From an optimization exercise on the open Yosys and OpenROAD flow, aimed at small area and a short achievable clock period; shortcuts taken in it are not production practice. In this exercise RTL edits were held to simulation tests only and were not proved equivalent to the original. No run shown here takes its clock network from TritonCTS; it comes from the design's own scripts or RTL. No driver is modelled on the clock port, so clock power and skew are understated where the tree is cut down; a real chip needs a root buffer or a tree. Power and IR drop assume default switching activity.

==> flow/design.v <==
module mp85_bus_target #(
    parameter logic [15:0] BASE_ADDR   = 16'h8000,
    parameter int          ADDR_BITS   = 8,
    parameter int          WAIT_STATES = 2
) (
    input  logic        clk,
    input  logic        rst,
    input  logic [15:0] address,
    input  logic        mem_read,
    input  logic        mem_write,
    input  logic [7:0]  data_in,
    output logic [7:0]  data_out,
    output logic        ready,
    output logic        selected,
    output logic        err
);
    typedef enum logic [1:0] {
        ST_IDLE,
        ST_WAIT,
        ST_ACCESS,
        ST_RELEASE
    } state_t;
    state_t          state;
    logic            wait2;       
    logic            op_wr;
    logic [7:0]      wdata;
    logic [7:0]      qp1;         
    logic [3:0]      lo4;         
    logic [7:0]      mid8;        
    logic [7:0]      ph;          
    logic [255:0][7:0] ring;
    logic [7:0]      pw_a;        
    logic [7:0]      pw_b;        
    logic [1:0]      pw_d;        
    logic [7:0]      wd;          
    logic            fire0;       
    logic            flate;       
    logic            p1, p2;      
    logic            bp;          
    logic            byp;         
    logic [3:0][7:0] s1;
    logic [7:0]      rd;
    logic hit;
    logic one_strobe;
    logic both_strobes;
    logic strobe_held;
    logic fire;
    logic [7:0] qn;               
    logic [5:0] widx;             
    always_comb begin
        hit          = (address[15:ADDR_BITS] == BASE_ADDR[15:ADDR_BITS]);
        one_strobe   = mem_read ^ mem_write;
        both_strobes = mem_read & mem_write;
        strobe_held  = op_wr ? mem_write : mem_read;
        fire         = fire0 || flate;
        qn           = address[7:0] + ph;
        widx         = 6'((qp1 + 8'd2) >> 2);
    end
    always_ff @(posedge clk or posedge rst) begin
        if (rst) begin
            state    <= ST_IDLE;
            wait2    <= 1'b0;
            fire0    <= 1'b0;
            data_out <= 8'h00;
            ready    <= 1'b0;
            selected <= 1'b0;
            err      <= 1'b0;
        end else begin
            ready <= 1'b0;
            err   <= 1'b0;
            fire0 <= (state == ST_WAIT) && wait2 && strobe_held && op_wr &&
                     (pw_d == 2'd0);
            case (state)
                ST_IDLE: begin
                    if (hit && both_strobes) begin
                        err <= 1'b1;
                    end else if (hit && one_strobe) begin
                        selected <= 1'b1;
                        wait2    <= 1'b0;
                        state    <= ST_WAIT;
                    end
                end
                ST_WAIT: begin
                    if (!strobe_held) begin
                        selected <= 1'b0;
                        state    <= ST_IDLE;
                    end else if (wait2) begin
                        state <= ST_ACCESS;
                    end else begin
                        wait2 <= 1'b1;
                    end
                end
                ST_ACCESS: begin
                    if (!op_wr) begin
                        if (byp)
                            data_out <= wd;
                        else if (qp1[0])
                            data_out <= rd ^ {8{!qp1[2]}};
                        else
                            data_out <= s1[qp1[7:6]] ^ {8{!qp1[2]}};
                    end
                    ready <= 1'b1;
                    state <= ST_RELEASE;
                end
                ST_RELEASE: begin
                    if (!mem_read && !mem_write) begin
                        selected <= 1'b0;
                        state    <= ST_IDLE;
                    end
                end
                default: state <= ST_IDLE;
            endcase
        end
    end
    always_ff @(posedge clk) begin
        if (state == ST_IDLE) begin
            op_wr <= mem_write;
            wdata <= data_in;
            qp1   <= qn;
            lo4   <= 4'd1 << qn[2:1];
            mid8  <= 8'd1 << qn[5:3];
        end
    end
    always_ff @(posedge clk) begin
        if (state == ST_WAIT && !wait2 && op_wr) begin
            pw_a <= 8'd1 << widx[5:3];
            pw_b <= 8'd1 << widx[2:0];
            pw_d <= 2'(8'd1 - qp1);
            wd   <= wdata;
        end
        p1    <= (state == ST_ACCESS) && op_wr;
        p2    <= p1;
        flate <= ((state == ST_ACCESS) && op_wr && pw_d == 2'd1) ||
                 (p1 && pw_d == 2'd2) || (p2 && pw_d == 2'd3);
        bp    <= p2 && (pw_d == 2'd3);
        if (state == ST_WAIT && !wait2)
            byp <= bp && pw_a[qp1[7:5]] && pw_b[qp1[4:2]] && (qp1[1:0] == 2'b11);
    end
    always_ff @(posedge clk) begin
        ph <= ph + 8'd1;
        for (int p = 0; p < 256; p++) begin
            if ((p % 4) == 3)
                ring[p] <= ~((fire && pw_a[p / 32] && pw_b[(p / 4) % 8]) ?
                             ((((p / 4) % 2) == 1) ? wd : ~wd) :
                             ring[(p + 255) % 256]);
            else
                ring[p] <= ring[(p + 255) % 256];
        end
    end
    always_ff @(posedge clk) begin
        for (int g = 0; g < 4; g++) begin
            logic [7:0] acc;
            acc = 8'h00;
            for (int j = 0; j < 32; j++)
                acc = acc | (ring[2 * (32 * g + j)] & {8{lo4[j % 4] & mid8[j / 4]}});
            s1[g] <= acc;
        end
        rd <= s1[qp1[7:6]];
    end
endmodule
==> flow/flow/run.sh <==
#!/bin/bash
# Standard layout, except that the clock tree is built by flow/pre_cts.tcl
# (a balanced two-level clkbuf_16 tree) instead of TritonCTS.
set -euo pipefail
export PRE_CTS_TCL="$PWD/flow/pre_cts.tcl"
export CT_LEAF_COLS=8 CT_LEAF_ROWS=10 CT_ROOT_COLS=2 CT_ROOT_ROWS=2
bash standard.sh > standard_flow.log 2>&1
==> flow/flow/pre_cts.tcl <==
# Clock tree built here in place of TritonCTS: a balanced two-level tree of
# clkbuf_16. The clock port drives NR root buffers (one per region of the core);
# each root drives the leaf buffers of its region; each leaf drives a cluster of
# about 30 nearby flip-flops. Every flip-flop sees the same number of buffer
# levels, and leaf/root buffers sit at the centroids of what they drive.
# Before that, the input port buffers (which the flow picks from the slow delay
# cells) are made plain buf_4 cells, and single-strength logic gates that
# drive many loads are given a stronger size of the same footprint.
rename clock_tree_synthesis my_tritoncts_unused

proc ct_centroid {pts} {
  set sx 0
  set sy 0
  foreach p $pts {
    set sx [expr {$sx + [lindex $p 1]}]
    set sy [expr {$sy + [lindex $p 2]}]
  }
  set n [llength $pts]
  return [list [expr {$sx / $n}] [expr {$sy / $n}]]
}

# Split pts (lists {obj x y}) into ncol columns by x, then each column into
# nrow rows by y, with counts as equal as possible. Returns a list of
# {col row pts}.
proc ct_grid {pts ncol nrow} {
  set out {}
  set pts [lsort -integer -index 1 $pts]
  set n [llength $pts]
  for {set c 0} {$c < $ncol} {incr c} {
    set lo [expr {($n * $c) / $ncol}]
    set hi [expr {($n * ($c + 1)) / $ncol - 1}]
    set col [lsort -integer -index 2 [lrange $pts $lo $hi]]
    set m [llength $col]
    for {set r 0} {$r < $nrow} {incr r} {
      set a [expr {($m * $r) / $nrow}]
      set b [expr {($m * ($r + 1)) / $nrow - 1}]
      lappend out [list $c $r [lrange $col $a $b]]
    }
  }
  return $out
}

proc ct_place {inst xy} {
  set m [$inst getMaster]
  set w [$m getWidth]
  set h [$m getHeight]
  $inst setLocation [expr {[lindex $xy 0] - $w / 2}] [expr {[lindex $xy 1] - $h / 2}]
  $inst setPlacementStatus PLACED
}

proc ct_fast_input_buffers {} {
  set db [ord::get_db]
  set block [ord::get_db_block]
  set buf [$db findMaster sky130_fd_sc_hd__buf_4]
  set n 0
  foreach bt [$block getBTerms] {
    if {[$bt getIoType] ne "INPUT" || [$bt getName] eq "clk"} { continue }
    set net [$bt getNet]
    if {$net eq "NULL"} { continue }
    foreach it [$net getITerms] {
      set inst [$it getInst]
      set m [[$inst getMaster] getName]
      if {[regexp {^sky130_fd_sc_hd__(clkdlybuf4s|dlygate|dlymetal|clkbuf_|buf_)} $m] && $m ne "sky130_fd_sc_hd__buf_4"} {
        $inst swapMaster $buf
        incr n
      }
    }
  }
  puts "input buffers made buf_4: $n"
}

proc ct_size_by_fanout {} {
  set db [ord::get_db]
  set block [ord::get_db_block]
  set n 0
  foreach inst [$block getInsts] {
    set m [[$inst getMaster] getName]
    if {![regexp {^(sky130_fd_sc_hd__[a-z0-9]+)_[01]$} $m -> base]} { continue }
    if {[regexp {__(s?e?df|dl|clk|tap|fill|decap|conb|diode)} $m]} { continue }
    set fo 0
    foreach it [$inst getITerms] {
      if {[$it isOutputSignal]} {
        set net [$it getNet]
        if {$net ne "NULL"} { set fo [expr {[llength [$net getITerms]] - 1}] }
      }
    }
    if {$fo < 6} { continue }
    set size [expr {$fo >= 12 ? 4 : 2}]
    set nm [$db findMaster ${base}_$size]
    if {$nm eq "NULL"} { set nm [$db findMaster ${base}_2] }
    if {$nm eq "NULL"} { continue }
    $inst swapMaster $nm
    incr n
  }
  puts "gates sized up by fanout: $n"
}

proc clock_tree_synthesis {args} {
  ct_fast_input_buffers
  ct_size_by_fanout
  set ncol $::env(CT_LEAF_COLS)
  set nrow $::env(CT_LEAF_ROWS)
  set rcol $::env(CT_ROOT_COLS)
  set rrow $::env(CT_ROOT_ROWS)
  set db [ord::get_db]
  set block [ord::get_db_block]
  set master [$db findMaster sky130_fd_sc_hd__clkbuf_16]
  set clk [$block findNet clk]

  set sinks {}
  foreach it [$clk getITerms] {
    set bb [[$it getInst] getBBox]
    lappend sinks [list $it [expr {([$bb xMin] + [$bb xMax]) / 2}] \
                       [expr {([$bb yMin] + [$bb yMax]) / 2}]]
  }
  puts "manual CTS: [llength $sinks] sinks, leaves ${ncol}x${nrow}, roots ${rcol}x${rrow}"

  # leaf buffers
  set leaves {}
  set i 0
  foreach cell [ct_grid $sinks $ncol $nrow] {
    set pts [lindex $cell 2]
    set inst [odb::dbInst_create $block $master "clkbuf_leaf_${i}_clk"]
    set net [odb::dbNet_create $block "clknet_leaf_${i}_clk"]
    $net setSigType CLOCK
    foreach p $pts {
      set it [lindex $p 0]
      $it disconnect
      $it connect $net
    }
    [$inst findITerm X] connect $net
    set xy [ct_centroid $pts]
    ct_place $inst $xy
    lappend leaves [list $inst [lindex $xy 0] [lindex $xy 1]]
    incr i
  }

  # root buffers
  set i 0
  foreach cell [ct_grid $leaves $rcol $rrow] {
    set pts [lindex $cell 2]
    set inst [odb::dbInst_create $block $master "clkbuf_root_${i}_clk"]
    set net [odb::dbNet_create $block "clknet_root_${i}_clk"]
    $net setSigType CLOCK
    foreach p $pts {
      [[lindex $p 0] findITerm A] connect $net
    }
    [$inst findITerm X] connect $net
    [$inst findITerm A] connect $clk
    ct_place $inst [ct_centroid $pts]
    incr i
  }
  $clk setSigType CLOCK
  global_connect
  set_propagated_clock [all_clocks]
  puts "manual CTS: [llength $leaves] leaf and $i root buffers"
}
==> flow/standard.sh <==
#!/bin/bash
# synth_recipe.tcl (not shown) runs the flow's synth.tcl, then flattens the netlist and writes it again
# the make line also repeats each setting of config.mk as NAME=value (left out here)
make -C /OpenROAD-flow-scripts/flow DESIGN_CONFIG=/design/flow/config.mk WORK_HOME=/design/flow/orfs CLKGATE_MAP_FILE= SYNTH_SCRIPT=/design/flow/synth_recipe.tcl "${@:-finish}"
==> flow/config.mk <==
export PLATFORM = sky130hd
export DESIGN_NAME = mp85_bus_target
export DESIGN_NICKNAME = mp85_bus_target
export VERILOG_FILES = /design/flow/design.v
export SDC_FILE = /design/flow/constraint.sdc
export NUM_CORES = 4
export LEC_CHECK = 0
export CAP_MARGIN = 20
export CORE_MARGIN = 2
export CORE_UTILIZATION = 55
export SETUP_SLACK_MARGIN = 3.1
export SLEW_MARGIN = 20
==> flow/constraint.sdc <==
create_clock -name core_clock -period 5.0 [get_ports {clk}]
set_input_delay 1.0000 -clock core_clock [delete_from_list [all_inputs] [get_ports {clk}]]
set_output_delay 1.0000 -clock core_clock [all_outputs]
set_load 0.01 [all_outputs]
==> notes.md, run 1 <==
----------------------------------------------------
[Floorplanning]
  Horizontal die dimension ... 328 um
  Die outline area ... 107000 sq um
  Number of placed I/O pins ... 39
  Row count ... approximately 120
  Area of the core ... 104000 sq um
  Vertical die dimension ... 328 um
  Initial core utilization ... 0.556

[GRT]
  Pin count of the biggest net entering global routing ... between 60 and 70
  First-pass GRT wire length ... 242 mm
  Total GRT Usage ... 0.317
  Number of global-route vias before repair ... 32600
  Number of antenna violations at the first check in global routing ... 14
  Leftover overflow at the end of global routing ... 0

[STA]
  Final setup violation count ... 0
  Setup repair after global routing missed its margin ... yes
  Upper clock frequency limit ... 0.470 GHz
  Total count of max-transition violations in the final report ... 0
  Period Utilization, post-route ... 0.426
  Aggregate negative setup slack ... 0 ns
  Clock Skew ... 0.0240 ns
  Worst rel slew slack ... 0.304
  Min Clock Period, post-route ... about 2.1 ns
  Number of hold-slack violations in the final timing report ... 0
  Slew of the pin with the lowest slew margin ... about 1.0 ns

[Setup path]
  Critical path startpoint category ... flip-flop
  Cells along the critical path ... buf_2
  Type of the setup path with the least slack ... flip-flop to output pin
  Worst Path Buf+Inv ... 1
  Critical path arrival ... ~1.1 ns
  Delay of the slowest cell on the worst path ... 0.41 ns
  Cell with the largest stage delay on the worst path ... sky130_fd_sc_hd__dfrtp_1
  Required arrival time at the worst endpoint ... roughly 4.0 ns
  Sort of element at the end of the critical path ... output pin
  Cell family with the largest share of critical-path delay ... flip-flops
  Critical path peak fanout ... 2

[Pwr]
  PnR Total Power ... 46.3 mW
  Power density over the cells ... 700 nW/um^2
  Worst IR Drop VDD ... about 0.37 mV
  Leakage power of the design ... 27.5 nW

[Detailed routing]
  Detailed Route Iter0 Violations ... between 4000 and 5000
  Routed length per instance ... between 30 and 40 um
  Via count ... 35300
  1st-pass router iterations ... 7
  Detail-routed via count per cell ... 6.03
  Total detailed-routing wirelength ... 185 mm
  Post-detailed-route DRC marker count ... 0
  Number of nets with antenna violations after routing ... 0

[Logic synthesis]
  Cell variety after synth ... 63
  Synth Warn # ... 1
  Fraction of registers with async set or reset after synthesis ... 0.00691
  Ys flop type ... sky130_fd_sc_hd__dfxtp_1
  Post-Syn Instances ... 4337
  Post-synth EDFFs ... 56
  Post-synthesis net count ... 4377
  Cell Area, Synth ... a little under 60000 sq um
  Avg Cell Area, Syn ... 13.3 sq um
  Sequential-to-total area share from yosys stat ... 0.764
  Flip-flop and latch count after synthesis ... 2171

[Layout]
  Filler cell count in the final layout ... about 7800
  Area Overhead vs Synth ... 14.6%
  Highest-count cells in the layout ignoring fill and taps ... sky130_fd_sc_hd__dfxtp_1, sky130_fd_sc_hd__a21oi_1, sky130_fd_sc_hd__nor2_1
  Most common cell after layout, fill and taps aside ... sky130_fd_sc_hd__dfxtp_1
  Fin nets ... around 4500
  Ratio of cells with drive above 1 in the final layout ... 0.147

[CTS]
  Total of hold buffers inserted after clock tree synthesis ... 0
  Clock slew at the register clock pins of the worst setup and hold paths ... about 0.11 ns
  Clock latency on the worst-skew pair ... roughly 0.56 ns

[Run status]
  Result of the run ... complete, no violations

[Placement]
  Final RePlAce weighted congestion ... 0.799
  Input/output buffers ... 38
  Placed wire-length estimate ... 92.3 mm

[Run]
  Max-cap violation count ... 0

[Min path]
  HP Class ... flip-flop to flip-flop

----------------------------------------------------
-- power breakdown --
group	leakage (nW)	switching [mW]	internal [mW]
clock	1.04	4.90	2.98
sequential	18.4	3.60	24.7
combinational	8.16	5.81	4.30
-- repair_timing --
item | 4_1_cts | 5_1_grt
pin swaps | 43 | 122
setup buffers | 95 | 75
endpoints found under the setup margin | 100 | 116
hold endpoints to repair | 0 | 0
gates cloned | 28 | 24
resized for setup | 196 | 205
-- per-layer routing --
metal  global-route usage  part of all wire  up-vias
li1                     -                 -    15500
met1                0.450              0.42    17700
met2                0.498              0.45     1736
met3               0.0402             0.088      379
met4                0.122             0.050       10
met5                    0           0.00035        -
-- sequential cells by signal, indices dropped and copies added (netlist names), 2 cells and up, named ones only --
signal	count
data_out	8
pw_b	8
mid8	8
ring	2048
ph	8
s1	32
wdata	8
lo4	4
qp1	8
pw_a	8
wd	8
rd	8
pw_d	2
-- layout make-up --
cell class / count / area [sq um] / area share
tap: 1380 / 1730 / 0.0261
buffer: 84 / 2100 / 0.0318
antenna: 4 / 10.0 / 0.000151
multi-input combinational: 1871 / 13700 / 0.207
inverter: 34 / 213 / 0.00322
sequential: 2171 / 44100 / 0.667
timing repair inverter: 1 / 8.76 / 0.000132
timing repair buffer: 311 / 4270 / 0.0646
-- path summary, 6_finish.rpt --
check / from / endpoint / slack, ns / depth (start not counted)
max reg2reg: mid8[6] / s1[29] / 2.94 / 7
min reg2reg: ring[1562] / ring[1570] / 0.32 / 0
max in group asynchronous: rst / fire0 / 4.48 / 2
min in group asynchronous: rst / data_out[2] / 0.34 / 2
max: data_out[6] / data_out[6] / 2.87 / 1
min: ring[1562] / ring[1570] / 0.32 / 0
-- metrics by stage --
step	hold slack, ns	instances	area [sq um]	worst slack [ns]	util
finish	0.323	5856	66100	2.87	0.637
global route	0.327	5853	66100	2.84	0.637
CTS	0.328	5753	64000	2.86	0.616
detailed placement	0.312	5546	59300	1.81	0.572
global placement	0.310	5546	59300	1.84	0.572
floorplan	0.310	4337	57800	2.46	-
-- synthesized netlist by cell type (all sizes together) (2+ instances only) --
library cell | count | area (sq um)
nand3b | 2 | 15.0
o211ai | 8 | 60.1
clkbuf | 177 | 664
dfrtp | 15 | 375
dfxtp | 2100 | 42000
nand4 | 16 | 100
o22ai | 54 | 338
a31o | 2 | 17.5
clkinv | 2 | 7.51
and3 | 11 | 68.8
a22o | 35 | 307
or4 | 2 | 15.0
a32oi | 3 | 26.3
o21a | 17 | 128
a211oi | 3 | 22.5
nand3 | 101 | 505
a21o | 3 | 22.5
mux2i | 269 | 2690
mux4 | 12 | 293
buf | 86 | 394
a221oi | 16 | 140
inv | 32 | 120
a41oi | 3 | 26.3
a22oi | 339 | 2540
xor2 | 6 | 52.6
nor2 | 314 | 1180
o21ai | 9 | 45.0
o221a | 5 | 56.3
and2 | 3 | 18.8
o22a | 4 | 35.0
a32o | 2 | 20.0
edfxtp | 56 | 1680
nor4 | 19 | 119
xnor2 | 21 | 184
a222oi | 63 | 631
ha | 11 | 138
nor3 | 36 | 180
a31oi | 27 | 169
a311oi | 2 | 17.5
a21oi | 336 | 1680
nand2b | 6 | 37.5
o2111ai | 3 | 26.3
nand2 | 91 | 342
-- worst reg2reg max path, stage by stage (launching register included) --
cell,delay (ns)
sky130_fd_sc_hd__edfxtp_1,0.48
sky130_fd_sc_hd__buf_6,0.16
sky130_fd_sc_hd__buf_12,0.14
sky130_fd_sc_hd__buf_8,0.18
sky130_fd_sc_hd__a22oi_2,0.14
sky130_fd_sc_hd__nand3_1,0.09
sky130_fd_sc_hd__a221o_1,0.34
sky130_fd_sc_hd__or4_1,0.39
-- cells by family (layout without fill, tap and decap cells) --
family | Yosys count | after routing | share of synthesized area
flip-flops | 2171 | 2171 | 0.764
buffers and inverters | 297 | 430 | 0.0206
XOR/XNOR | 27 | 28 | 0.00410
multiplexers | 282 | 282 | 0.0519
AO/OA/AOI/OAI | 940 | 940 | 0.110
adder cells (fa/ha/maj) | 12 | 12 | 0.00273
other | 0 | 4 | 0
AND/OR/NAND/NOR | 608 | 609 | 0.0457
==> inputs of run 2 (changes only) <==
--- a/flow/config.mk
+++ b/flow/config.mk
@@ -7,6 +7,6 @@
 export LEC_CHECK = 0
 export CAP_MARGIN = 20
 export CORE_MARGIN = 2
-export CORE_UTILIZATION = 55
-export SETUP_SLACK_MARGIN = 3.1
+export CORE_UTILIZATION = 50
+export SETUP_SLACK_MARGIN = 3.0
 export SLEW_MARGIN = 20
==> run 2 against run 1 <==
Fmax up 0.77%. Cell count down 0.29%. Via count down 5.6%. Power down 5.1%. First-iteration DRC count down 20%. Routed wire length down 12%. Global-route usage down 5.3 points. Sequential cell count unchanged. Die area up 9.9%.
==> notes.md, run 2 <==
----------------------------------------------------
[STA]
  Worst rel slew slack ... 0.293 (-0.0117)
  Final setup violation count ... 0 (unchanged)
  Total count of max-transition violations in the final report ... 0 (unchanged)
  Upper clock frequency limit ... 0.474 GHz (+0.77%)
  Min Clock Period, post-route ... 2.11 ns (-0.0163 ns)
  Period Utilization, post-route ... 0.422 (-0.00326)
  Aggregate negative setup slack ... 0 ns (unchanged)
  Slew of the pin with the lowest slew margin ... 1.06 ns (+0.0175 ns)
  Number of hold-slack violations in the final timing report ... 0 (unchanged)
  Clock Skew ... 0.0213 ns (-0.00273 ns)
  Setup repair after global routing missed its margin ... yes

[CTS]
  Clock slew at the register clock pins of the worst setup and hold paths ... 0.10 ns (about the same)
  Clock latency on the worst-skew pair ... 0.55 ns (about the same)

[Setup path]
  Register-to-Register Setup Slack ... 2.89 ns (-0.05 ns)
  Crit Reg-Reg Endpoint ... s1[28]
  CP Launch Point ... address[1]
  Reg2reg start ... mid8[2]
  CP Capture Point ... mid8[5]
  Type of the setup path with the least slack ... input port to flip-flop
  Critical path peak fanout ... 5 (+3)
  Delay of the slowest cell on the worst path ... 0.28 ns (-0.13 ns)
  Critical path startpoint category ... input port
  Cells along the critical path ... buf_4 -> ha_4 -> a21o_1 -> a21oi_2 -> xor2_2 -> inv_1 -> and3_1
  Sort of element at the end of the critical path ... flip-flop
  R2r worst-path depth ... 5 (-2)
  Required arrival time at the worst endpoint ... 5.32 ns (+1.32 ns)
  Critical path arrival ... 2.43 ns (+1.30 ns)
  Cell with the largest stage delay on the worst path ... sky130_fd_sc_hd__xor2_2

[Detailed routing]
  1st-pass router iterations ... 6 (-1)
  Detail-routed via count per cell ... 5.71 (-5.3%)
  Post-detailed-route DRC marker count ... 0 (unchanged)
  Routed length per instance ... 28.0 um (-12%)
  Total detailed-routing wirelength ... 163 mm (-12%)
  Detailed Route Iter0 Violations ... 3820 (-20%)
  Number of nets with antenna violations after routing ... 0 (unchanged)
  Via count ... 33400 (-5.6%)

[Run]
  Max-cap violation count ... 0 (unchanged)

[Logic synthesis]
  Avg Cell Area, Syn ... 13.3 sq um (unchanged)
  Flip-flop and latch count after synthesis ... 2171 (unchanged)
  Post-Syn Instances ... 4337 (unchanged)
  Sequential-to-total area share from yosys stat ... 0.764 (unchanged)
  Share of the synthesized netlist area taken by xor and xnor gates ... 0.00410 (unchanged)
  Synth Warn # ... 1 (unchanged)
  Post-synth EDFFs ... 56 (unchanged)
  Synthesized-area fraction occupied by ao, oa, aoi and oai cells ... 0.110 (unchanged)
  Most frequent cell after synthesis ... sky130_fd_sc_hd__dfxtp_1
  Multiplexer fraction of the synthesized cell area ... 0.0520 (unchanged)
  Cell type with the highest aggregate area in the netlist ... sky130_fd_sc_hd__dfxtp_1
  Cell Area, Synth ... 57700 sq um (unchanged)
  Post-synthesis net count ... 4377 (unchanged)
  Area share of the largest cell type after synthesis ... 0.729 (unchanged)
  Fraction of the mapped netlist area in adder cells ... 0.00273 (unchanged)
  Synth top cells by count ... sky130_fd_sc_hd__dfxtp_1, sky130_fd_sc_hd__a22oi_1, sky130_fd_sc_hd__a21oi_1, sky130_fd_sc_hd__nor2_1, sky130_fd_sc_hd__mux2i_1
  Area share of and/or/nand/nor cells after synthesis ... 0.0457 (unchanged)
  Dominant combinational cell family by area after synthesis ... compound AO/OA/AOI/OAI gates
  Ys flop type ... sky130_fd_sc_hd__dfxtp_1
  Cell variety after synth ... 63 (unchanged)
  Largest cells by area after synthesis ... sky130_fd_sc_hd__dfxtp_1, sky130_fd_sc_hd__mux2i_1, sky130_fd_sc_hd__a22oi_1, sky130_fd_sc_hd__a21oi_1, sky130_fd_sc_hd__edfxtp_1
  Fraction of registers with async set or reset after synthesis ... 0.00691 (unchanged)

[Floorplanning]
  Vertical die dimension ... 344 um (+4.8%)
  Row count ... 124 (+5.1%)
  Horizontal die dimension ... 344 um (+4.8%)
  Die outline area ... 118000 sq um (+9.9%)
  Area of the core ... 114000 sq um (+10%)
  Initial core utilization ... 0.504 (-0.0513)
  Number of placed I/O pins ... 39 (unchanged)

[Min path]
  Worst Hold Launch ... ring[1033]
  HP Class ... flip-flop to flip-flop

[Layout]
  Ratio of cells with drive above 1 in the final layout ... 0.0934 (-0.0535)
  Most common cell after layout, fill and taps aside ... sky130_fd_sc_hd__dfxtp_1
  Highest-count cells in the layout ignoring fill and taps ... sky130_fd_sc_hd__dfxtp_1, sky130_fd_sc_hd__a21oi_1, sky130_fd_sc_hd__a22oi_1
  Fin nets ... 4366 (-3.3%)
  Most flops, register ... ring
  Largest register FFs ... 2048 (unchanged)
  Final core utilization ... 0.554 (-0.0827)
  Largest registers ranked by flip-flop count ... ring x2048, s1 x32
  Area Overhead vs Synth ... 9.86%
  Number of standard cells in the final layout excluding fillers ... 5839 (-0.29%)

[GRT]
  First-pass GRT wire length ... 226 mm (-6.7%)
  Number of antenna violations at the first check in global routing ... 6 (-8)
  Leftover overflow at the end of global routing ... 0 (unchanged)
  Pin count of the biggest net entering global routing ... 90 (+36%)
  Total GRT Usage ... 0.264 (-0.0531)
  Number of global-route vias before repair ... 31800 (-2.5%)

[Placement]
  Final RePlAce weighted congestion ... 0.798 (-0.11%)
  Input/output buffers ... 38 (unchanged)
  Cell count after placement ... 5676 (+2.3%)
  Placed wire-length estimate ... 90.3 mm (-2.2%)

[Pwr]
  Power density over the cells ... 693 nW/um^2 (-1.0%)
  Leakage power of the design ... 26.3 nW (-4.6%)
  Worst IR Drop VDD ... 0.405 mV (+9.3%)

[Run status]
  Result of the run ... complete, no violations

----------------------------------------------------
run 2: cell count changes in the layout (fill, tap and decap cells not counted), sizes merged:
cell	change
clkinvlp	+1
bufbuf	+2
clkbuf	-11
inv	-2
diode	-1
nor2	-1
buf	-137
run 2: worst min-delay path by stage:
stage               cells after the start  slack, ns    endpoint
CTS                                     0       0.33   ring[369]
global route                            0       0.34  ring[1750]
detailed placement                      0       0.31   ring[102]
floorplan                               0       0.31     ring[0]
finish                                  0       0.32  ring[1041]
global placement                        0       0.31   ring[788]
run 2: cells by family (layout without fill, tap and decap cells):
group / after synthesis / in the layout
adder cells (fa/ha/maj): 12 / 12
flip-flops: 2171 / 2171
buffers and inverters: 297 / 283
AND/OR/NAND/NOR: 608 / 608
AO/OA/AOI/OAI: 940 / 940
other: 0 / 3
multiplexers: 282 / 282
XOR/XNOR: 27 / 28
run 2: per-layer routing:
layer | global-route usage | up-vias | wire length [um]
met5 | 0 | - | 0
met4 | 0.0837 | 0 | 6190
met3 | 0.0245 | 254 | 10200
met2 | 0.423 | 1205 | 73300
met1 | 0.379 | 16800 | 73800
li1 | - | 15100 | -
run 2: metrics by stage:
step | setup slack (ns) | hold slack [ns] | cell area [sq um] | power [mW]
after floorplan | 2.46 | 0.310 | 57800 | 31.3
after global placement | 1.86 | 0.310 | 59500 | 35.1
after detailed placement | 1.86 | 0.312 | 59500 | 35.2
after CTS | 2.88 | 0.330 | 62600 | 43.4
after global routing | 2.85 | 0.336 | 63400 | 45.6
final | 2.89 | 0.324 | 63400 | 43.9
run 2: layout make-up:
| cell class | count | area (sq um) |
|---|---|---|
| fillers | 9439 | 51000 |
| flip-flops and latches | 2171 | 44100 |
| multi-input cells | 1870 | 13100 |
| plain buffers | 84 | 2100 |
| repair buffers | 165 | 2010 |
| well taps | 1512 | 1890 |
| inverters | 34 | 158 |
| diodes | 3 | 7.51 |
run 2: timing repair:
item / in CTS / in global routing
cloned: 9 / 9
gates resized for setup: 110 / 68
endpoints found under the setup margin: 62 / 76
setup buffers: 33 / 25
pin swaps: 7 / 25
hold buffers: 0 / 0
run 2: critical path, delay by kind of cell:
kind / cells / cell delay (ns)
AOI/OAI and AO/OA: 2 / 0.38
xor gates and xnor gates: 1 / 0.28
adders and majority gates: 1 / 0.22
buffers and inverters: 2 / 0.32
and+or+nand+nor: 1 / 0.23
run 2: report_power, final:
group	switching (mW)	internal (mW)
combinational	4.73	3.22
clock	4.81	2.98
sequential	3.48	24.7
total	13.0	30.9
==> inputs of run 3 (changes only) <==
--- a/flow/config.mk
+++ b/flow/config.mk
@@ -7,6 +7,6 @@
 export LEC_CHECK = 0
 export CAP_MARGIN = 20
 export CORE_MARGIN = 2
-export CORE_UTILIZATION = 50
+export CORE_UTILIZATION = 60
 export SETUP_SLACK_MARGIN = 3.0
 export SLEW_MARGIN = 20
==> run 3 against run 2 <==
Global-route usage grew 5.4 points. Worst hold slack lost 0.0098 ns. Register-to-register slack improved by 0.06 ns. First-iteration DRC count is 11% higher.
==> notes.md, run 3 <==
----------------------------------------------------
[Logic synthesis]
  Post-synth EDFFs ... 56 (unchanged)
  Fraction of registers with async set or reset after synthesis ... 0.00691 (unchanged)
  Cell type with the highest aggregate area in the netlist ... sky130_fd_sc_hd__dfxtp_1
  Post-synthesis net count ... 4377 (unchanged)
  Synthesized-area fraction occupied by ao, oa, aoi and oai cells ... 0.110 (unchanged)
  Ys flop type ... sky130_fd_sc_hd__dfxtp_1
  Cell Area, Synth ... 57700 sq um (unchanged)
  Most frequent cell after synthesis ... sky130_fd_sc_hd__dfxtp_1
  Avg Cell Area, Syn ... 13.3 sq um (unchanged)
  Area share of the largest cell type after synthesis ... 0.729 (unchanged)
  Dominant combinational cell family by area after synthesis ... compound AO/OA/AOI/OAI gates
  Share of the synthesized netlist area taken by xor and xnor gates ... 0.00410 (unchanged)
  Fraction of the mapped netlist area in adder cells ... 0.00273 (unchanged)
  Cell variety after synth ... 63 (unchanged)
  Flip-flop and latch count after synthesis ... 2171 (unchanged)
  Synth Warn # ... 1 (unchanged)
  Multiplexer fraction of the synthesized cell area ... 0.0520 (unchanged)
  Synth top cells by count ... sky130_fd_sc_hd__dfxtp_1, sky130_fd_sc_hd__a22oi_1, sky130_fd_sc_hd__a21oi_1, sky130_fd_sc_hd__nor2_1, sky130_fd_sc_hd__mux2i_1
  Post-Syn Instances ... 4337 (unchanged)
  Largest cells by area after synthesis ... sky130_fd_sc_hd__dfxtp_1, sky130_fd_sc_hd__mux2i_1, sky130_fd_sc_hd__a22oi_1, sky130_fd_sc_hd__a21oi_1, sky130_fd_sc_hd__edfxtp_1
  Sequential-to-total area share from yosys stat ... 0.764 (unchanged)
  Area share of and/or/nand/nor cells after synthesis ... 0.0457 (unchanged)

[GRT]
  First-pass GRT wire length ... 227 mm (+0.14%)
  Number of antenna violations at the first check in global routing ... 8 (+2)
  Number of global-route vias before repair ... 31900 (+0.13%)
  Leftover overflow at the end of global routing ... 0 (unchanged)
  Pin count of the biggest net entering global routing ... 70 (-22%)
  Total GRT Usage ... 0.318 (+0.0541)

[CTS]
  Clock slew at the register clock pins of the worst setup and hold paths ... 0.10 ns (about the same)
  Clock latency on the worst-skew pair ... 0.55 ns (about the same)
  Total of hold buffers inserted after clock tree synthesis ... 0 (unchanged)

[STA]
  Number of hold-slack violations in the final timing report ... 0 (unchanged)
  Slew of the pin with the lowest slew margin ... 1.04 ns (-0.0164 ns)
  Upper clock frequency limit ... 0.474 GHz (about the same)
  Min Clock Period, post-route ... 2.11 ns (-0.000770 ns)
  Period Utilization, post-route ... 0.422 (about the same)
  Final setup violation count ... 0 (unchanged)
  Setup repair after global routing missed its margin ... yes
  Aggregate negative setup slack ... 0 ns (unchanged)
  Worst rel slew slack ... 0.304 (+0.0110)
  Clock Skew ... 0.0256 ns (+0.00430 ns)
  Total count of max-transition violations in the final report ... 0 (unchanged)

[Setup path]
  R2r worst-path depth ... 6 (+1)
  Required arrival time at the worst endpoint ... 4.00 ns (-1.32 ns)
  Delay of the slowest cell on the worst path ... 0.41 ns (+0.13 ns)
  Critical path peak fanout ... 2 (-3)
  Cell family with the largest share of critical-path delay ... flip-flops
  Crit path depth ... 1 (-6)
  Critical path startpoint category ... flip-flop
  Cell with the largest stage delay on the worst path ... sky130_fd_sc_hd__dfrtp_1
  Sort of element at the end of the critical path ... output pin
  Critical path arrival ... 1.11 ns (-1.32 ns)
  Cells along the critical path ... buf_2
  Type of the setup path with the least slack ... flip-flop to output pin
  Worst Path Buf+Inv ... 1 (-1)

[Floorplanning]
  Initial core utilization ... 0.606 (+0.102)
  Horizontal die dimension ... 314 um (-8.6%)
  Vertical die dimension ... 314 um (-8.6%)
  Number of placed I/O pins ... 39 (unchanged)
  Die outline area ... 98600 sq um (-16%)
  Row count ... 113 (-8.9%)
  Area of the core ... 95200 sq um (-17%)

[Layout]
  Final core utilization ... 0.661 (+0.107)
  Area Overhead vs Synth ... 9.11%
  Sequential cell area ... 44100 sq um (about the same)
  Fin nets ... 4369 (+0.069%)
  Number of standard cells in the final layout excluding fillers ... 5594 (-4.2%)
  Ratio of cells with drive above 1 in the final layout ... 0.0929 (-0.000527)
  Most common cell after layout, fill and taps aside ... sky130_fd_sc_hd__dfxtp_1
  Highest-count cells in the layout ignoring fill and taps ... sky130_fd_sc_hd__dfxtp_1, sky130_fd_sc_hd__a21oi_1, sky130_fd_sc_hd__a22oi_1
  Largest registers ranked by flip-flop count ... ring x2048, s1 x32
  Most flops, register ... ring
  Filler cell count in the final layout ... 7027 (-26%)
  Largest register FFs ... 2048 (unchanged)
  Area of the multi-input gates ... 13000 sq um (-0.37%)

[Detailed routing]
  Post-detailed-route DRC marker count ... 0 (unchanged)
  Number of nets with antenna violations after routing ... 0 (unchanged)
  Via count ... 33900 (+1.6%)
  Detailed Route Iter0 Violations ... 4257 (+11%)
  1st-pass router iterations ... 8 (+2)
  Routed length per instance ... 30.1 um (+7.7%)
  Detail-routed via count per cell ... 6.06 (+6.1%)
  Total detailed-routing wirelength ... 169 mm (+3.2%)

[Pwr]
  PnR Total Power ... 44.1 mW (+0.50%)
  Leakage power of the design ... 26.2 nW (-0.24%)
  Part of the total power dissipated in the clock network ... 0.177 (about the same)
  Net switching power ... 13.3 mW (+2.0%)
  Sequential power share ... 0.640 (about the same)
  Power density over the cells ... 701 nW/um^2 (+1.2%)
  Internal ... 30.8 mW (-0.14%)
  Relative contribution of combinational cells to total power ... 0.183 (+0.002)
  Switching part of the total power ... 0.301 (+0.00448)
  Worst IR Drop VDD ... 0.425 mV (+5.1%)

[Min path]
  Worst hold path stage count ... 0 (unchanged)
  HP Class ... flip-flop to flip-flop

[Placement]
  Input/output buffers ... 38 (unchanged)
  Cell count after placement ... 5424 (-4.4%)
  Placed wire-length estimate ... 91.8 mm (+1.7%)
  Final RePlAce weighted congestion ... 0.826 (+3.6%)

[Run status]
  Result of the run ... complete, no violations

[Run]
  Max-cap violation count ... 0 (unchanged)

----------------------------------------------------
[run 3: changes by cell type in the layout (fill, tap and decap cells not counted), sizes merged]
| cell | delta |
|---|---|
| diode | -1 |
| buf | +5 |
| inv | +1 |
| clkinvlp | -1 |
| bufbuf | -2 |
[run 3: kinds of logic (layout without fill, tap and decap cells)]
family / after synthesis / after routing
flops: 2171 / 2171
compound gates: 940 / 940
simple gates: 608 / 608
buf+inv: 297 / 286
mux: 282 / 282
xor+xnor: 27 / 28
fa+ha+maj: 12 / 12
other cells: 0 / 2
[run 3: power by group through the flow]
stage          clock, mW  combinational, mW  sequential (mW)
3_5_place_dp           0               6.78             28.4
2_1_floorplan          0               4.55             26.7
4_1_cts             7.82               7.39             28.1
3_3_place_gp           0               6.71             28.3
6_report            7.82               8.07             28.2
5_1_grt             8.44               8.49             28.7
[run 3: per-stage QoR]
step | hold slack [ns] | setup slack [ns] | cell area (sq um)
floorplan | 0.310 | 2.46 | 57800
global placement | 0.309 | 1.86 | 59100
detailed placement | 0.312 | 1.83 | 59100
CTS | 0.321 | 2.86 | 62300
global route | 0.333 | 2.86 | 62900
finish | 0.314 | 2.89 | 62900
[run 3: layer usage]
| metal | wire [um] | vias to the layer above | global-route usage | share of wire |
|---|---|---|---|---|
| met2 | 75900 | 1500 | 0.508 | 0.45 |
| met5 | 17 | - | 0 | 0.00010 |
| met3 | 13600 | 288 | 0.0424 | 0.081 |
| met4 | 6600 | 2 | 0.0938 | 0.039 |
| met1 | 72500 | 17000 | 0.455 | 0.43 |
| li1 | - | 15100 | - | - |
[run 3: final timing paths]
| check | from | end | slack, ns |
|---|---|---|---|
| setup / recovery | data_out[7] | data_out[7] | 2.89 |
| hold / removal | ring[1002] | ring[1010] | 0.31 |
| setup reg to reg | mid8[5] | s1[29] | 2.95 |
| hold reg to reg | ring[1002] | ring[1010] | 0.31 |
| max in group asynchronous | rst | state[0] | 4.46 |
| min in group asynchronous | rst | async pin | 0.35 |
[run 3: layout make-up]
cell class / count / area share
Antenna cell: 2 / 0.0000795
Timing Repair Buffer: 168 / 0.0303
Sequential cell: 2171 / 0.701
Multi-Input combinational cell: 1870 / 0.207
Buffer: 84 / 0.0334
Inverter: 34 / 0.00304
Tap cell: 1265 / 0.0251
[run 3: what timing repair did]
item	CTS	global route
buffers inserted	33	29
gates cloned	9	13
resized for setup	107	65
endpoints found under the setup margin	67	71
pin swaps	8	25
==> inputs of run 4 (changes only) <==
--- a/flow/config.mk
+++ b/flow/config.mk
@@ -7,6 +7,6 @@
 export LEC_CHECK = 0
 export CAP_MARGIN = 20
 export CORE_MARGIN = 2
-export CORE_UTILIZATION = 60
+export CORE_UTILIZATION = 55
 export SETUP_SLACK_MARGIN = 3.0
 export SLEW_MARGIN = 20
==> run 4 against run 3 <==
Still clean on timing, DRC and antenna. Utilization down 4.6 points. Global-route usage down 1.7 points. Worst hold slack worse by 0.0031 ns. Worst setup slack better by 0.0059 ns. Clock skew up 0.0024 ns. Via count up 0.14%. Clock power about the same. Fmax up 0.28%. Cell count up 2.8%. Design area up 1.4%. Die area up 9.0%.
==> notes.md, run 4 <==
----------------------------------------------------
[GRT]
  Number of antenna violations at the first check in global routing ... 7 (-1)
  Total GRT Usage ... 0.301 (-0.0173)
  First-pass GRT wire length ... 232 mm (+2.6%)
  Global-route track usage on met1 ... 0.431 (-0.0247)
  Number of global-route vias before repair ... 32000 (+0.33%)
  Most Crowded Layer GR ... met2
  Pin count of the biggest net entering global routing ... 73 (+4.3%)
  Met2 usage ... 0.478 (-0.0296)
  GR Util met3 ... 0.0330 (-0.00933)
  Leftover overflow at the end of global routing ... 0 (unchanged)

[STA]
  Min Clock Period, post-route ... 2.10 ns (-0.00591 ns)
  Worst-case hold slack ... 0.311 ns (-0.00306 ns)
  Total count of max-transition violations in the final report ... 0 (unchanged)
  Slew of the pin with the lowest slew margin ... 1.07 ns (+0.0232 ns)
  Final setup violation count ... 0 (unchanged)
  Setup repair after global routing missed its margin ... yes
  Aggregate negative setup slack ... 0 ns (unchanged)
  Clock Skew ... 0.0280 ns (+0.00241 ns)
  Period Utilization, post-route ... 0.421 (-0.00118)
  Number of hold-slack violations in the final timing report ... 0 (unchanged)
  Worst setup slack after layout ... 2.90 ns (+0.00591 ns)
  Upper clock frequency limit ... 0.475 GHz (+0.28%)
  Worst rel slew slack ... 0.288 (-0.0154)

[Layout]
  Fin nets ... 4410 (+0.94%)
  Area Overhead vs Synth ... 10.6%
  Largest register FFs ... 2048 (unchanged)
  Ratio of cells with drive above 1 in the final layout ... 0.107 (+0.0140)
  Filler cell count in the final layout ... 8096 (+15%)
  Most flops, register ... ring
  Highest-count cells in the layout ignoring fill and taps ... sky130_fd_sc_hd__dfxtp_1, sky130_fd_sc_hd__a21oi_1, sky130_fd_sc_hd__a22oi_1
  Largest registers ranked by flip-flop count ... ring x2048, s1 x32
  Most common cell after layout, fill and taps aside ... sky130_fd_sc_hd__dfxtp_1
  Antenna Diode Count ... 0 (-2)
  Final core utilization ... 0.615 (-0.0465)

[Logic synthesis]
  Fraction of registers with async set or reset after synthesis ... 0.00691 (unchanged)
  Area share of the largest cell type after synthesis ... 0.729 (unchanged)
  Ys flop type ... sky130_fd_sc_hd__dfxtp_1
  Cell Area, Synth ... 57700 sq um (unchanged)
  Cell variety after synth ... 63 (unchanged)
  Synth top cells by count ... sky130_fd_sc_hd__dfxtp_1, sky130_fd_sc_hd__a22oi_1, sky130_fd_sc_hd__a21oi_1, sky130_fd_sc_hd__nor2_1, sky130_fd_sc_hd__mux2i_1
  Sequential-to-total area share from yosys stat ... 0.764 (unchanged)
  Post-synthesis net count ... 4377 (unchanged)
  Post-Syn Instances ... 4337 (unchanged)
  Synth Warn # ... 1 (unchanged)
  Cell type with the highest aggregate area in the netlist ... sky130_fd_sc_hd__dfxtp_1
  Avg Cell Area, Syn ... 13.3 sq um (unchanged)
  Flip-flop and latch count after synthesis ... 2171 (unchanged)
  Most frequent cell after synthesis ... sky130_fd_sc_hd__dfxtp_1
  Largest cells by area after synthesis ... sky130_fd_sc_hd__dfxtp_1, sky130_fd_sc_hd__mux2i_1, sky130_fd_sc_hd__a22oi_1, sky130_fd_sc_hd__a21oi_1, sky130_fd_sc_hd__edfxtp_1
  Post-synth EDFFs ... 56 (unchanged)

[Pwr]
  Power density over the cells ... 697 nW/um^2 (-0.53%)
  PnR Total Power ... 44.5 mW (+0.87%)
  Worst IR Drop VDD ... 0.431 mV (+1.3%)
  Leakage power of the design ... 26.6 nW (+1.4%)

[Detailed routing]
  Detail-routed via count per cell ... 5.91 (-2.5%)
  1st-pass router iterations ... 6 (-2)
  Routed length per instance ... 29.5 um (-2.2%)
  Detailed Route Iter0 Violations ... 4248 (-0.21%)
  Number of nets with antenna violations after routing ... 0 (unchanged)
  Post-detailed-route DRC marker count ... 0 (unchanged)
  Via count ... 33900 (+0.14%)
  Total detailed-routing wirelength ... 169 mm (+0.45%)

[Setup path]
  Critical path startpoint category ... flip-flop
  Worst Path Buf+Inv ... 1 (unchanged)
  Cell family with the largest share of critical-path delay ... flip-flops
  Type of the setup path with the least slack ... flip-flop to output pin
  Cells along the critical path ... buf_2
  Sort of element at the end of the critical path ... output pin
  Critical path peak fanout ... 2 (unchanged)
  Critical path arrival ... 1.10 ns (about the same)
  Delay of the slowest cell on the worst path ... 0.41 ns (about the same)
  Cell with the largest stage delay on the worst path ... sky130_fd_sc_hd__dfrtp_1
  Required arrival time at the worst endpoint ... 4.00 ns (about the same)

[Floorplanning]
  Number of placed I/O pins ... 39 (unchanged)
  Horizontal die dimension ... 328 um (+4.4%)
  Die outline area ... 107000 sq um (+9.0%)
  Area of the core ... 104000 sq um (+9.1%)
  Row count ... 118 (+4.4%)
  Initial core utilization ... 0.556 (-0.0505)
  Vertical die dimension ... 328 um (+4.4%)

[Placement]
  Final RePlAce weighted congestion ... 0.809 (-2.1%)
  Placed wire-length estimate ... 91.6 mm (-0.22%)
  Input/output buffers ... 38 (unchanged)
  Minimum setup slack after placement ... 1.83 ns (+0.00231 ns)

[Run]
  Max-cap violation count ... 0 (unchanged)

[Run status]
  Result of the run ... complete, no violations

[CTS]
  Total of hold buffers inserted after clock tree synthesis ... 0 (unchanged)
  Clock latency on the worst-skew pair ... 0.56 ns (about the same)
  Clock slew at the register clock pins of the worst setup and hold paths ... 0.10 ns (about the same)

[Min path]
  HP Class ... flip-flop to flip-flop

----------------------------------------------------
## run 4: cell counts after synthesis
No cell type changed its count.
## run 4: final timing paths
path / from / endpoint / slack, ns / depth (start not counted)
setup / recovery: data_out[7] / data_out[7] / 2.90 / 1
hold / removal: ring[1576] / ring[1584] / 0.31 / 0
setup reg to reg: mid8[5] / s1[30] / 2.92 / 8
hold reg to reg: ring[1576] / ring[1584] / 0.31 / 0
max in group asynchronous: rst / state[0] / 4.44 / 2
min in group asynchronous: rst / ready / 0.35 / 2
## run 4: layout make-up
cell class | count | area (sq um) | share of cell area
sequential | 2171 | 44100 | 0.691
multi-input combinational | 1869 | 13100 | 0.206
timing repair buffer | 210 | 2600 | 0.0408
buffer | 84 | 2100 | 0.0329
tap | 1380 | 1730 | 0.0271
inverter | 34 | 156 | 0.00245
## run 4: cells by family (layout without fill, tap and decap cells)
kind of cell             after synthesis  count (layout)  share of synthesized area
multiplexers                         282             282                     0.0519
XOR/XNOR                              27              27                    0.00410
flip-flops                          2171            2171                      0.764
AO/OA/AOI/OAI                        940             940                      0.110
buffers and inverters                297             328                     0.0206
AND/OR/NAND/NOR                      608             608                     0.0457
adder cells (fa/ha/maj)               12              12                    0.00273
## run 4: routing by layer
metal  wire [um]  up-vias
met1       74800    17000
met3       11600      301
li1            -    15200
met5          56        -
met2       76200     1361
met4        6780        8
## run 4: metrics by stage
stage	cell area (sq um)	cells
floorplan	57800	4337
global placement	59300	5546
detailed placement	59300	5546
CTS	63200	5720
global route	63800	5748
finish	63800	5748
## run 4: repair_timing
item,in CTS,in global routing
gates cloned,16,6
setup endpoints to repair,62,75
pin swaps,29,57
gates resized for setup,124,84
buffers inserted,74,22
## run 4: power breakdown
| group | total (mW) | leakage [nW] | switching, mW | internal (mW) |
|---|---|---|---|---|
| clock | 7.83 | 1.04 | 4.85 | 2.98 |
| combinational | 8.52 | 7.19 | 5.04 | 3.48 |
| sequential | 28.2 | 18.4 | 3.48 | 24.7 |
| total | 44.5 | 26.6 | 13.4 | 31.1 |
==> inputs of run 5 (changes only) <==
==> flow/flow/run.sh (replaced) <==
#!/bin/bash
# Standard layout, except that the clock tree is built by flow/pre_cts.tcl
# (a balanced two-level clkbuf_16 tree) instead of TritonCTS.
set -euo pipefail
export PRE_CTS_TCL="$PWD/flow/pre_cts.tcl"
export CT_LEAF_COLS=8 CT_LEAF_ROWS=9 CT_ROOT_COLS=2 CT_ROOT_ROWS=2
bash standard.sh > standard_flow.log 2>&1
==> run 5 against run 4 <==
Still clean. Utilization decreased by 0.60 points. Sequential share of layout area up 0.68 points. Combinational power is 4.0% lower. Die area is the same. Clock power shrank 4.3%. First-iteration DRC count down 7.7%. Worst hold slack improved by 0.019 ns. Power shrank 1.5%. Worst setup slack better by 0.0097 ns. Synthesized area stayed put. Sequential power about the same. Critical path depth is the same. Critical path type unchanged. Largest cell class unchanged. Highest routed layer unchanged.
==> notes.md, run 5 <==
----------------------------------------------------
[Logic synthesis]
  Cell type with the highest aggregate area in the netlist ... sky130_fd_sc_hd__dfxtp_1
  Cell variety after synth ... 63 (unchanged)
  Largest cells by area after synthesis ... sky130_fd_sc_hd__dfxtp_1, sky130_fd_sc_hd__mux2i_1, sky130_fd_sc_hd__a22oi_1, sky130_fd_sc_hd__a21oi_1, sky130_fd_sc_hd__edfxtp_1
  Cell Area, Synth ... 57700 sq um (unchanged)
  Flip-flop and latch count after synthesis ... 2171 (unchanged)
  Area share of the largest cell type after synthesis ... 0.729 (unchanged)
  Synth top cells by count ... sky130_fd_sc_hd__dfxtp_1, sky130_fd_sc_hd__a22oi_1, sky130_fd_sc_hd__a21oi_1, sky130_fd_sc_hd__nor2_1, sky130_fd_sc_hd__mux2i_1
  Ys flop type ... sky130_fd_sc_hd__dfxtp_1
  Fraction of registers with async set or reset after synthesis ... 0.00691 (unchanged)
  Sequential-to-total area share from yosys stat ... 0.764 (unchanged)
  Avg Cell Area, Syn ... 13.3 sq um (unchanged)
  Synth Warn # ... 1 (unchanged)
  Post-synth EDFFs ... 56 (unchanged)
  Post-synthesis net count ... 4377 (unchanged)
  Most frequent cell after synthesis ... sky130_fd_sc_hd__dfxtp_1
  Post-Syn Instances ... 4337 (unchanged)

[Layout]
  Ratio of cells with drive above 1 in the final layout ... 0.0981 (-0.00883)
  Fin nets ... 4385 (-0.57%)
  Most flops, register ... ring
  Final core utilization ... 0.609 (-0.00600)
  Most common cell after layout, fill and taps aside ... sky130_fd_sc_hd__dfxtp_1
  Largest registers ranked by flip-flop count ... ring x2048, s1 x32
  Largest register FFs ... 2048 (unchanged)
  Highest-count cells in the layout ignoring fill and taps ... sky130_fd_sc_hd__dfxtp_1, sky130_fd_sc_hd__a21oi_1, sky130_fd_sc_hd__a22oi_1
  Area Overhead vs Synth ... 9.57%

[Setup path]
  Type of the setup path with the least slack ... flip-flop to output pin
  Crit Reg-Reg Endpoint ... s1[18]
  Cell family with the largest share of critical-path delay ... flip-flops
  Reg2reg start ... lo4[0]
  Required arrival time at the worst endpoint ... 4.00 ns (about the same)
  Critical path peak fanout ... 2 (unchanged)
  R2r worst-path depth ... 6 (-2)
  Cells along the critical path ... buf_2
  Critical path arrival ... 1.09 ns (about the same)
  Delay of the slowest cell on the worst path ... 0.41 ns (about the same)
  CP Capture Point ... data_out[7]
  Sort of element at the end of the critical path ... output pin
  Worst Path Buf+Inv ... 1 (unchanged)
  Critical path startpoint category ... flip-flop
  Register-to-Register Setup Slack ... 2.95 ns (+0.03 ns)
  CP Launch Point ... data_out[7]
  Cell with the largest stage delay on the worst path ... sky130_fd_sc_hd__dfrtp_1
  Crit path depth ... 1 (unchanged)

[Pwr]
  Worst IR Drop VDD ... 0.434 mV (+0.70%)
  Part of the total power dissipated in the clock network ... 0.171 (-0.005)
  Power density over the cells ... 693 nW/um^2 (-0.54%)
  Leakage power of the design ... 26.3 nW (-1.1%)
  Switching part of the total power ... 0.300 (about the same)
  Sequential power share ... 0.642 (+0.009)
  Net switching power ... 13.2 mW (-1.6%)
  Relative contribution of combinational cells to total power ... 0.187 (-0.004)
  Internal ... 30.7 mW (-1.5%)

[Detailed routing]
  Via count ... 33700 (-0.67%)
  1st-pass router iterations ... 6 (unchanged)
  Number of nets with antenna violations after routing ... 0 (unchanged)
  Total detailed-routing wirelength ... 166 mm (-1.8%)
  Detail-routed via count per cell ... 5.89 (-0.30%)
  Detailed Route Iter0 Violations ... 3921 (-7.7%)
  Post-detailed-route DRC marker count ... 0 (unchanged)
  Routed length per instance ... 29.0 um (-1.5%)

[Floorplanning]
  Row count ... 118 (unchanged)
  Vertical die dimension ... 328 um (unchanged)
  Number of placed I/O pins ... 39 (unchanged)
  Horizontal die dimension ... 328 um (unchanged)
  Die outline area ... 107000 sq um (unchanged)
  Area of the core ... 104000 sq um (unchanged)
  Initial core utilization ... 0.556 (unchanged)

[Placement]
  Placed wire-length estimate ... 91.6 mm (unchanged)
  Input/output buffers ... 38 (unchanged)
  Final RePlAce weighted congestion ... 0.809 (unchanged)

[STA]
  Min Clock Period, post-route ... 2.09 ns (-0.00965 ns)
  Worst rel slew slack ... 0.295 (+0.00666)
  Final setup violation count ... 0 (unchanged)
  Clock Skew ... 0.0158 ns (-0.0122 ns)
  Setup repair after global routing missed its margin ... yes
  Slew of the pin with the lowest slew margin ... 1.06 ns (-0.00998 ns)
  Number of hold-slack violations in the final timing report ... 0 (unchanged)
  Total count of max-transition violations in the final report ... 0 (unchanged)
  Period Utilization, post-route ... 0.419 (-0.00193)
  Upper clock frequency limit ... 0.477 GHz (+0.46%)
  Aggregate negative setup slack ... 0 ns (unchanged)

[CTS]
  Total of hold buffers inserted after clock tree synthesis ... 0 (unchanged)
  Clock latency on the worst-skew pair ... 0.54 ns (-0.02 ns)
  Clock slew at the register clock pins of the worst setup and hold paths ... 0.11 ns (about the same)

[GRT]
  First-pass GRT wire length ... 226 mm (-2.8%)
  Pin count of the biggest net entering global routing ... 90 (+23%)
  Leftover overflow at the end of global routing ... 0 (unchanged)
  Number of antenna violations at the first check in global routing ... 5 (-2)
  Total GRT Usage ... 0.290 (-0.0113)
  Number of global-route vias before repair ... 31500 (-1.6%)

[Run]
  Max-cap violation count ... 0 (unchanged)

[Min path]
  HP Class ... flip-flop to flip-flop

[Run status]
  Result of the run ... complete, no violations

----------------------------------------------------
-- run 5: cell counts after synthesis --
No cell type changed its count.
-- run 5: layout make-up --
cell class	instances	area (sq um)
well taps	1380	1730
plain buffers	76	1900
flip-flops and latches	2171	44100
diodes	4	10.0
repair buffers	193	2250
inverters	34	156
multi-input cells	1869	13100
fillers	8135	40600
-- run 5: worst min-delay path by stage --
stage,from,end,slack [ns],cells after the start
floorplan,ring[2040],ring[0],0.31,0
global placement,ring[479],ring[487],0.31,0
detailed placement,ring[104],ring[112],0.31,0
CTS,ring[1352],ring[1360],0.33,0
global route,ring[1340],ring[1348],0.34,0
finish,ring[1887],ring[1895],0.33,0
-- run 5: through the flow --
| step | setup slack, ns | area, sq um | cells | hold WS [ns] | power, mW |
|---|---|---|---|---|---|
| after floorplan | 2.46 | 57800 | 4337 | 0.310 | 31.3 |
| after global placement | 1.84 | 59300 | 5546 | 0.310 | 35.1 |
| after detailed placement | 1.83 | 59300 | 5546 | 0.312 | 35.3 |
| after CTS | 2.74 | 62300 | 5674 | 0.332 | 43.1 |
| after global routing | 2.88 | 63200 | 5724 | 0.337 | 45.5 |
| final | 2.91 | 63200 | 5727 | 0.330 | 43.8 |
-- run 5: cell families (layout without fill, tap and decap cells) --
group	count (synthesis)	after routing	share of synthesized area
AOI/OAI and AO/OA	940	940	0.110
other	0	4	0
xor gates and xnor gates	27	27	0.00410
muxes	282	282	0.0519
adders and majority gates	12	12	0.00273
DFF	2171	2171	0.764
and+or+nand+nor	608	608	0.0457
buffers and inverters	297	303	0.0206
-- run 5: what timing repair did --
item,4_1_cts,5_1_grt
endpoints found under the setup margin,63,73
buffers inserted,45,40
pin swaps,15,45
hold endpoints to repair,0,0
gates resized for setup,101,80
gates cloned,7,9
-- run 5: per-layer routing --
metal  vias to the layer above  global-route usage  wire [um]
li1                      15200                   -          -
met4                         8              0.0790       5330
met5                         -                   0         49
met1                     17000               0.422      74400
met2                      1257               0.466      75900
met3                       251              0.0239      10500
-- run 5: power groups by stage --
stage | logic [mW] | registers, mW | clock network, mW
floorplan | 4.55 | 26.7 | 0
global placement | 6.77 | 28.3 | 0
detailed placement | 6.84 | 28.4 | 0
CTS | 7.50 | 28.0 | 7.55
global route | 8.64 | 28.7 | 8.13
finish | 8.18 | 28.1 | 7.49
==> inputs of run 6 (changes only) <==
--- a/flow/config.mk
+++ b/flow/config.mk
@@ -7,6 +7,6 @@
 export LEC_CHECK = 0
 export CAP_MARGIN = 20
 export CORE_MARGIN = 2
-export CORE_UTILIZATION = 55
+export CORE_UTILIZATION = 60
 export SETUP_SLACK_MARGIN = 3.0
 export SLEW_MARGIN = 20
==> run 6 against run 5 <==
First-iteration DRC count is 3.7% higher. Sequential power hardly changed. Combinational power is 3.9% lower. Critical path type unchanged. Still clean. Critical endpoint unchanged.
==> notes.md, run 6 <==
----------------------------------------------------
[Run status]
  Result of the run ... complete, no violations

[Setup path]
  Sort of element at the end of the critical path ... output pin
  Reg2reg start ... lo4[0]
  Critical path arrival ... 1.10 ns (about the same)
  Delay of the slowest cell on the worst path ... 0.41 ns (about the same)
  R2r worst-path depth ... 5 (-1)
  CP Capture Point ... data_out[7]
  Crit Reg-Reg Endpoint ... s1[22]
  Cells along the critical path ... buf_2
  Required arrival time at the worst endpoint ... 4.00 ns (about the same)
  Type of the setup path with the least slack ... flip-flop to output pin
  Worst Path Buf+Inv ... 1 (unchanged)
  CP Launch Point ... data_out[7]
  Cell family with the largest share of critical-path delay ... flip-flops
  Critical path peak fanout ... 2 (unchanged)
  Crit path depth ... 1 (unchanged)
  Register-to-Register Setup Slack ... 2.95 ns (about the same)
  Cell with the largest stage delay on the worst path ... sky130_fd_sc_hd__dfrtp_1
  Critical path startpoint category ... flip-flop

[CTS]
  Clock latency on the worst-skew pair ... 0.54 ns (about the same)
  Total of hold buffers inserted after clock tree synthesis ... 0 (unchanged)
  Clock slew at the register clock pins of the worst setup and hold paths ... 0.11 ns (about the same)

[GRT]
  First-pass GRT wire length ... 226 mm (+0.19%)
  Total GRT Usage ... 0.318 (+0.0283)
  Number of global-route vias before repair ... 31800 (+1.1%)
  Leftover overflow at the end of global routing ... 0 (unchanged)
  Pin count of the biggest net entering global routing ... 70 (-22%)
  Number of antenna violations at the first check in global routing ... 12 (+7)

[Placement]
  Input/output buffers ... 38 (unchanged)
  Placed wire-length estimate ... 91.8 mm (+0.22%)
  Final RePlAce weighted congestion ... 0.826 (+2.2%)
  Cell count after placement ... 5424 (-2.2%)

[STA]
  Slew of the pin with the lowest slew margin ... 1.03 ns (-0.0285 ns)
  Number of hold-slack violations in the final timing report ... 0 (unchanged)
  Upper clock frequency limit ... 0.476 GHz (-0.30%)
  Setup repair after global routing missed its margin ... yes
  Aggregate negative setup slack ... 0 ns (unchanged)
  Worst rel slew slack ... 0.314 (+0.0190)
  Final setup violation count ... 0 (unchanged)
  Min Clock Period, post-route ... 2.10 ns (+0.00635 ns)
  Period Utilization, post-route ... 0.420 (+0.00127)
  Total count of max-transition violations in the final report ... 0 (unchanged)
  Clock Skew ... 0.0298 ns (+0.0140 ns)

[Layout]
  Largest registers ranked by flip-flop count ... ring x2048, s1 x32
  Highest-count cells in the layout ignoring fill and taps ... sky130_fd_sc_hd__dfxtp_1, sky130_fd_sc_hd__a21oi_1, sky130_fd_sc_hd__a22oi_1
  Fin nets ... 4351 (-0.78%)
  Ratio of cells with drive above 1 in the final layout ... 0.0891 (-0.00897)
  Final core utilization ... 0.658 (+0.0487)
  Area Overhead vs Synth ... 8.49%
  Sequential cell area ... 44100 sq um (about the same)
  Largest register FFs ... 2048 (unchanged)
  Area of the multi-input gates ... 13000 sq um (-0.12%)
  Number of standard cells in the final layout excluding fillers ... 5577 (-2.6%)
  Most flops, register ... ring
  Filler cell count in the final layout ... 7064 (-13%)
  Most common cell after layout, fill and taps aside ... sky130_fd_sc_hd__dfxtp_1

[Min path]
  HP Class ... flip-flop to flip-flop
  Worst Hold Launch ... ring[1759]

[Floorplanning]
  Number of placed I/O pins ... 39 (unchanged)
  Area of the core ... 95200 sq um (-8.3%)
  Vertical die dimension ... 314 um (-4.2%)
  Horizontal die dimension ... 314 um (-4.2%)
  Row count ... 113 (-4.2%)
  Die outline area ... 98600 sq um (-8.2%)
  Initial core utilization ... 0.606 (+0.0505)

[Logic synthesis]
  Sequential-to-total area share from yosys stat ... 0.764 (unchanged)
  Post-synth EDFFs ... 56 (unchanged)
  Synth Warn # ... 1 (unchanged)
  Ys flop type ... sky130_fd_sc_hd__dfxtp_1
  Flip-flop and latch count after synthesis ... 2171 (unchanged)
  Cell variety after synth ... 63 (unchanged)
  Post-synthesis net count ... 4377 (unchanged)
  Area share of the largest cell type after synthesis ... 0.729 (unchanged)
  Synth top cells by count ... sky130_fd_sc_hd__dfxtp_1, sky130_fd_sc_hd__a22oi_1, sky130_fd_sc_hd__a21oi_1, sky130_fd_sc_hd__nor2_1, sky130_fd_sc_hd__mux2i_1
  Avg Cell Area, Syn ... 13.3 sq um (unchanged)
  Post-Syn Instances ... 4337 (unchanged)
  Largest cells by area after synthesis ... sky130_fd_sc_hd__dfxtp_1, sky130_fd_sc_hd__mux2i_1, sky130_fd_sc_hd__a22oi_1, sky130_fd_sc_hd__a21oi_1, sky130_fd_sc_hd__edfxtp_1
  Fraction of registers with async set or reset after synthesis ... 0.00691 (unchanged)
  Cell type with the highest aggregate area in the netlist ... sky130_fd_sc_hd__dfxtp_1
  Cell Area, Synth ... 57700 sq um (unchanged)
  Most frequent cell after synthesis ... sky130_fd_sc_hd__dfxtp_1

[Detailed routing]
  Via count ... 33600 (-0.42%)
  Highest Signal Layer ... met5
  Detail-routed via count per cell ... 6.02 (+2.3%)
  1st-pass router iterations ... 6 (unchanged)
  Detailed Route Iter0 Violations ... 4067 (+3.7%)
  Routed length on met1 ... 70.6 mm (-5.2%)
  Number of nets with antenna violations after routing ... 0 (unchanged)
  Total detailed-routing wirelength ... 164 mm (-1.5%)
  Met2 layer wire length in the routed design ... 74.2 mm (-2.3%)
  Routed length per instance ... 29.4 um (+1.2%)
  Post-detailed-route DRC marker count ... 0 (unchanged)
  Met3 wire length ... 12.7 mm (+21%)

[Run]
  Max-cap violation count ... 0 (unchanged)

[Pwr]
  Power density over the cells ... 695 nW/um^2 (+0.30%)
  Worst IR Drop VDD ... 0.419 mV (-3.5%)
  Leakage power of the design ... 26.0 nW (-0.90%)

----------------------------------------------------
[run 6: area by class of cell]
class	instances	area share
Antenna cell	3	0.000120
Buffer	76	0.0304
Inverter	34	0.00306
Multi-Input combinational cell	1870	0.208
Timing Repair Buffer	158	0.0281
Sequential cell	2171	0.705
Tap cell	1265	0.0253
[run 6: logic make-up after synthesis]
group	count (synthesis)	synth area share
simple gates	608	0.0457
fa+ha+maj	12	0.00273
flops	2171	0.764
compound gates	940	0.110
buf+inv	297	0.0206
xor+xnor	27	0.00410
mux	282	0.0519
[run 6: power by group]
| part | switching [mW] | total, mW | internal (mW) |
|---|---|---|---|
| sequential | 3.52 | 28.2 | 24.7 |
| clock | 4.75 | 7.47 | 2.72 |
| combinational | 4.76 | 7.86 | 3.11 |
| total | 13.0 | 43.5 | 30.5 |
[run 6: repair_timing]
item	4_1_cts	5_1_grt
cloned	9	6
setup endpoints to repair	67	71
pin swaps	8	22
resized for setup	110	62
buffers inserted	33	26
[run 6: stage by stage]
stage | area (sq um) | setup WS, ns | power (mW) | hold slack (ns)
6_report | 62600 | 2.90 | 43.5 | 0.329
5_1_grt | 62600 | 2.87 | 45.2 | 0.334
4_1_cts | 62100 | 2.87 | 43.0 | 0.332
3_5_place_dp | 59100 | 1.83 | 35.2 | 0.312
3_3_place_gp | 59100 | 1.86 | 35.0 | 0.309
2_1_floorplan | 57800 | 2.46 | 31.3 | 0.310
[run 6: per-layer routing]
layer / vias to the layer above / GRT usage
met5: - / 0
met4: 6 / 0.0959
met3: 289 / 0.0392
met2: 1417 / 0.507
met1: 16800 / 0.456
li1: 15100 / -
[run 6: worst min path at each step]
stage          slack [ns]    endpoint  cells past startpoint
6_report             0.33  ring[1767]                      0
5_1_grt              0.33   ring[855]                      0
4_1_cts              0.33  ring[1137]                      0
3_5_place_dp         0.31   ring[103]                      0
3_3_place_gp         0.31   ring[340]                      0
2_1_floorplan        0.31     ring[0]                      0

separate check: timing with driven ports:
In the flow no input, the clock included, has a driving cell. The finished layouts below were timed again as built, in two steps. Step 1 assumes that a clkbuf_16 drives the clock port and a buf_2 every other input. Step 2 moves the port delays by t, midway between the first and last clock arrival at a register: inputs arrive t later, outputs are due t later. That takes back most of the time a late clock gives input paths. Slacks: no drivers / after step 1 / after step 2; pairs: no drivers / after step 1.
run	shift t [ns]	setup WS [ns]	worst hold slack (ns)
run 1	0.703	2.872 / 2.721 / 2.305	0.323 / 0.212 / 0.323
run 2	0.697	2.889 / 2.749 / 2.305	0.324 / 0.227 / 0.324
run 3	0.700	2.890 / 2.732 / 2.388	0.314 / 0.218 / 0.314
run 4	0.712	2.895 / 2.732 / 2.365	0.311 / 0.212 / 0.311
run 5	0.684	2.905 / 2.750 / 2.382	0.330 / 0.238 / 0.330
run 6	0.685	2.899 / 2.743 / 2.385	0.329 / 0.234 / 0.329
After both steps every run listed still meets setup and hold. The setup slack of run 2, which loses most, moves by -0.140 ns with the drivers and by -0.584 ns with both steps.
